This design comes from an exercise in tuning for small area, a short achievable clock period and few clock cycles on the open sky130 flow, not from production work. The RTL was checked by simulation tests, not by an equivalence proof against the original design. Power and IR drop assume default switching activity.

==> ember: inputs <==
## ping_ram_dot_engine
module ping_ram_dot_engine
#(
  parameter int unsigned ACC_W = 40,
  parameter int unsigned LEN_W = 16
) (
  input  logic                         clk,
  input  logic                         reset,
  input  logic [31:0]                  input_addr,
  input  logic [31:0]                  weight_addr,
  input  logic [31:0]                  output_addr,
  input  logic [31:0]                  data_type,
  output logic [31:0]                  finish_signal,
  output logic [26:0]                  avm_address,
  output logic                         avm_read,
  output logic                         avm_write,
  output logic [31:0]                  avm_writedata,
  output logic [3:0]                   avm_byteenable,
  output logic                         avm_burstcount,
  input  logic [31:0]                  avm_readdata,
  input  logic                         avm_readdatavalid,
  input  logic                         avm_waitrequest
);
  localparam logic [2:0] RD_MAX = 3'd4;
  logic               go_q;
  logic               busy_q, done_q, err_q;
  logic [LEN_W-1:0]   len_q;
  logic               fmt16_q;
  logic               rd_q, wr_q;
  logic [24:0]        cur_q;         
  logic [24:0]        oth_q;         
  logic [24:0]        out_q;         
  logic [LEN_W-1:0]   rem_q;         
  logic               rph_q;         
  logic [2:0]         ocnt_q;        
  logic               dph_q;         
  logic [31:0]        in_q;          
  logic [15:0]        op_lo_q, op_hi_q;  
  logic [15:0]        x_src;
  logic [7:0]         one_q, two_q, neg_q;   
  logic               dig_ld;
  logic [15:0]        dig_src;
  logic [7:0]         one_d, two_d, neg_d;
  logic               mac_a_q, mac_b_q;
  logic [39:0]        acc_s_q, acc_c_q;  
  logic               go, start_bad;
  logic               rd_acc, wr_acc, last_rd, more_rd, rd_room, wr_set;
  logic [2:0]         ocnt_d;
  logic [39:0]        mac_s, mac_c, acc_sum;
  logic [31:0]        result;
  ...
==> flow/config.mk <==
export PLATFORM = sky130hd
export DESIGN_NAME = ping_ram_dot_engine
export DESIGN_NICKNAME = ping_ram_dot_engine
export VERILOG_FILES = /design/flow/design.v
export SDC_FILE = /design/flow/constraint.sdc
export NUM_CORES = 4
export LEC_CHECK = 0
export ABC_AREA = 1
export CAP_MARGIN = 20
export CORE_MARGIN = 2
export CORE_UTILIZATION = 40
export CTS_CLUSTER_DIAMETER = 80
export CTS_CLUSTER_SIZE = 40
export PLACE_DENSITY = 0.6
export SLEW_MARGIN = 20
export TNS_END_PERCENT = 0
==> flow/constraint.sdc <==
create_clock -name core_clock -period 12.0 [get_ports {clk}]
set_input_delay 2.4000 -clock core_clock [delete_from_list [all_inputs] [get_ports {clk}]]
set_output_delay 2.4000 -clock core_clock [all_outputs]
set_load 0.01 [all_outputs]
standard.sh (not shown) runs the stock make flow with config.mk's settings and CLKGATE_MAP_FILE= SYNTH_SCRIPT=/design/flow/synth_recipe.tcl, a recipe that flattens the netlist after the stock synthesis.
==> flow/flow/run.sh <==
#!/bin/bash
set -euo pipefail
bash standard.sh SETUP_SLACK_MARGIN=9 "BUFFER_PORTS_ARGS=-buffer_cell sky130_fd_sc_hd__buf_2" finish > make.log 2>&1
==> quartz: changes against ember <==
==> flow/flow/run.sh (replaced) <==
#!/bin/bash
set -euo pipefail
bash standard.sh SETUP_SLACK_MARGIN=9 "BUFFER_PORTS_ARGS=-buffer_cell sky130_fd_sc_hd__buf_1" finish > make.log 2>&1
Settings changed: CORE_UTILIZATION 40 to 50, CTS_CLUSTER_DIAMETER 80 to 70, CTS_CLUSTER_SIZE 40 to 35, PLACE_DENSITY 0.6 to 0.75.
==> lagoon: changes against ember <==
==> flow/flow/run.sh (replaced) <==
#!/bin/bash
set -euo pipefail
bash standard.sh SETUP_SLACK_MARGIN=9 "BUFFER_PORTS_ARGS=-buffer_cell sky130_fd_sc_hd__buf_1" finish > make.log 2>&1
Settings changed: CORE_UTILIZATION 40 to 50, CTS_CLUSTER_DIAMETER 80 to 70, CTS_CLUSTER_SIZE 40 to 35, PLACE_DENSITY 0.6 to 0.65.
==> results.toml <==
[clock_tree]
clk_latency_ns = 0.58

[timing]
max_slew_margin_pct = 26.5

[layout]
buffers = 268

[global_route]
grt_pass1_vias = 18100

[place]
dp.cells = 3251

[outcome]
outcome = "timing/DRC/antenna clean"
the above is filed under lagoon

==> results.toml <==
[timing]
max_slew_margin_pct = 27.1

[layout]
synthToLayoutAreaGrowth_pct = 13.4
buffers = 252

[power]
power_frac_comb_pct = 42.9

[global_route]
grt_pass1_vias = 18000

[setup_path]
r2r_slack_ns = 8.36
crit_slowest_cell = "edfxtp_1"

[clock_tree]
clk_latency_ns = 0.60

[outcome]
outcome = "timing/DRC/antenna clean"

[detailed_routing]
drt_first_pass_iters = 7

[worst_hold_path]
holdCritStartpoint = "len_q[8]$_SDFFE_PP0P_"
the above is filed under ember

==> results.toml <==
[place]
preCtsSetupSlack_ns = 7.64
dp.cells = 3250

[setup_path]
crit_end = "avm_address[7]"

[global_route]
grt_pass1_vias = 18100
antenna_found_initial = 4
grt_pass1_wl_mm = 101

[outcome]
outcome = "timing/DRC/antenna clean"

[clock_tree]
clk_latency_ns = 0.60
clk_pin_slew_ns = 0.10

[timing]
max_slew_margin_pct = 30.7

[floorplanning]
dieHeight_um = 211
the above is filed under quartz

Testbench counts of ember, summed over its fixed seeds: cycles 47,048.
Testbench counts of quartz, summed over its fixed seeds: cycles 47,048.
Testbench counts of lagoon, summed over its fixed seeds: cycles 47,048.

==> run a: inputs <==
ping_ram_dot_engine again, from the RTL that the note above started with.
Settings: LEC_CHECK=0, ABC_AREA=1, CAP_MARGIN=20, CORE_MARGIN=2, CORE_UTILIZATION=40, CTS_CLUSTER_DIAMETER=70, CTS_CLUSTER_SIZE=35, PLACE_DENSITY=0.6, SLEW_MARGIN=20, TNS_END_PERCENT=0; clock period 12.0 ns.
==> flow/flow/run.sh <==
#!/bin/bash
set -euo pipefail
bash standard.sh SETUP_SLACK_MARGIN=9 "BUFFER_PORTS_ARGS=-buffer_cell sky130_fd_sc_hd__buf_1" finish > make.log 2>&1
==> inputs of run b, as changes to run a <==
--- a/flow/config.mk
+++ b/flow/config.mk
@@ -8,9 +8,9 @@
 export ABC_AREA = 1
 export CAP_MARGIN = 20
 export CORE_MARGIN = 2
-export CORE_UTILIZATION = 40
+export CORE_UTILIZATION = 58
 export CTS_CLUSTER_DIAMETER = 70
 export CTS_CLUSTER_SIZE = 35
-export PLACE_DENSITY = 0.6
+export PLACE_DENSITY = 0.7
 export SLEW_MARGIN = 20
 export TNS_END_PERCENT = 0
==> inputs of run c, as changes to run a <==
--- a/flow/config.mk
+++ b/flow/config.mk
@@ -5,12 +5,12 @@
 export SDC_FILE = /design/flow/constraint.sdc
 export NUM_CORES = 4
 export LEC_CHECK = 0
-export ABC_AREA = 1
+export ABC_AREA = 0
 export CAP_MARGIN = 20
 export CORE_MARGIN = 2
-export CORE_UTILIZATION = 40
+export CORE_UTILIZATION = 50
 export CTS_CLUSTER_DIAMETER = 70
 export CTS_CLUSTER_SIZE = 35
-export PLACE_DENSITY = 0.6
+export PLACE_DENSITY = 0.65
 export SLEW_MARGIN = 20
 export TNS_END_PERCENT = 0
==> summary.txt <==
| quantity | run a | run b | run c |
|---|---|---|---|
| Run status | complete, no violations | complete, no violations | complete, no violations |
| First-pass GRT wire length | 104.5 mm | 100.0 mm | 89.62 mm |
| Final period utilization | 30.83% | 30.68% | 30.79% |
| Total power | 3.790 mW | 3.854 mW | 3.731 mW |
| Clock distribution power | 885 uW | 948 uW | 951 uW |
| Multi-input combinational gate total | 1,772 | 1,771 | 1,463 |
| Cts repair resizes | 17 | 26 | 15 |
| Non-filler cells in the finished layout | 3,515 | 3,281 | 2,741 |
| Compound-Gate Fraction of Synth Area | 9.898% | 9.898% | 14.48% |
| Site row count | 84 | 70 | 74 |
| Net switching fraction of the power | 41.16% | 41.28% | 40.12% |
| Reg-to-reg slack, setup | 8.39 ns | 8.38 ns | 8.38 ns |
| Sequential fraction of total cell area | 30.40% | 30.75% | 32.27% |
| Final routed wirelength across all metal layers | 69.03 mm | 65.93 mm | 57.21 mm |
| Post-place setup slack | 7.632 ns | 7.604 ns | 7.543 ns |
Testbench counts of run a, summed over its fixed seeds: cycles 47,048.
Testbench counts of run b, summed over its fixed seeds: cycles 47,048.
Testbench counts of run c, summed over its fixed seeds: cycles 47,048.

afterwards: timing with drivers on the ports:
No port has a modelled driver above. Below, the same layouts with a new extraction and two added sets of constraints.
Step 1: set_driving_cell puts a clkbuf_16 on clk and a buf_2 on each other input, an assumption about the parent block.
Step 2 also shifts input and output timing later by t, the mid clock arrival at the registers, as if the neighbouring blocks saw the same clock.
Slacks: ideal / step 1 / step 2; pairs: ideal / step 1.
| run | shift t [ns] | setup slack, ns | latest minus earliest clock arrival (ns) | pins driven straight from the clock port |
|---|---|---|---|---|
| ember | 0.631 | 8.278 / 8.218 / 7.828 | 0.064 / 0.064 | 1 |
| quartz | 0.638 | 8.336 / 8.280 / 7.836 | 0.036 / 0.036 | 1 |
| lagoon | 0.625 | 8.361 / 8.301 / 7.819 | 0.025 / 0.025 | 1 |
| run a | 0.640 | 8.300 / 8.242 / 7.748 | 0.028 / 0.028 | 1 |
| run b | 0.638 | 8.318 / 8.262 / 7.811 | 0.055 / 0.056 | 1 |
| run c | 0.647 | 8.305 / 8.252 / 7.768 | 0.037 / 0.037 | 1 |
After both steps setup and hold are still met in every run listed. For run a, which loses most, drivers alone change the setup slack by -0.058 ns; drivers and shift together by -0.552 ns.
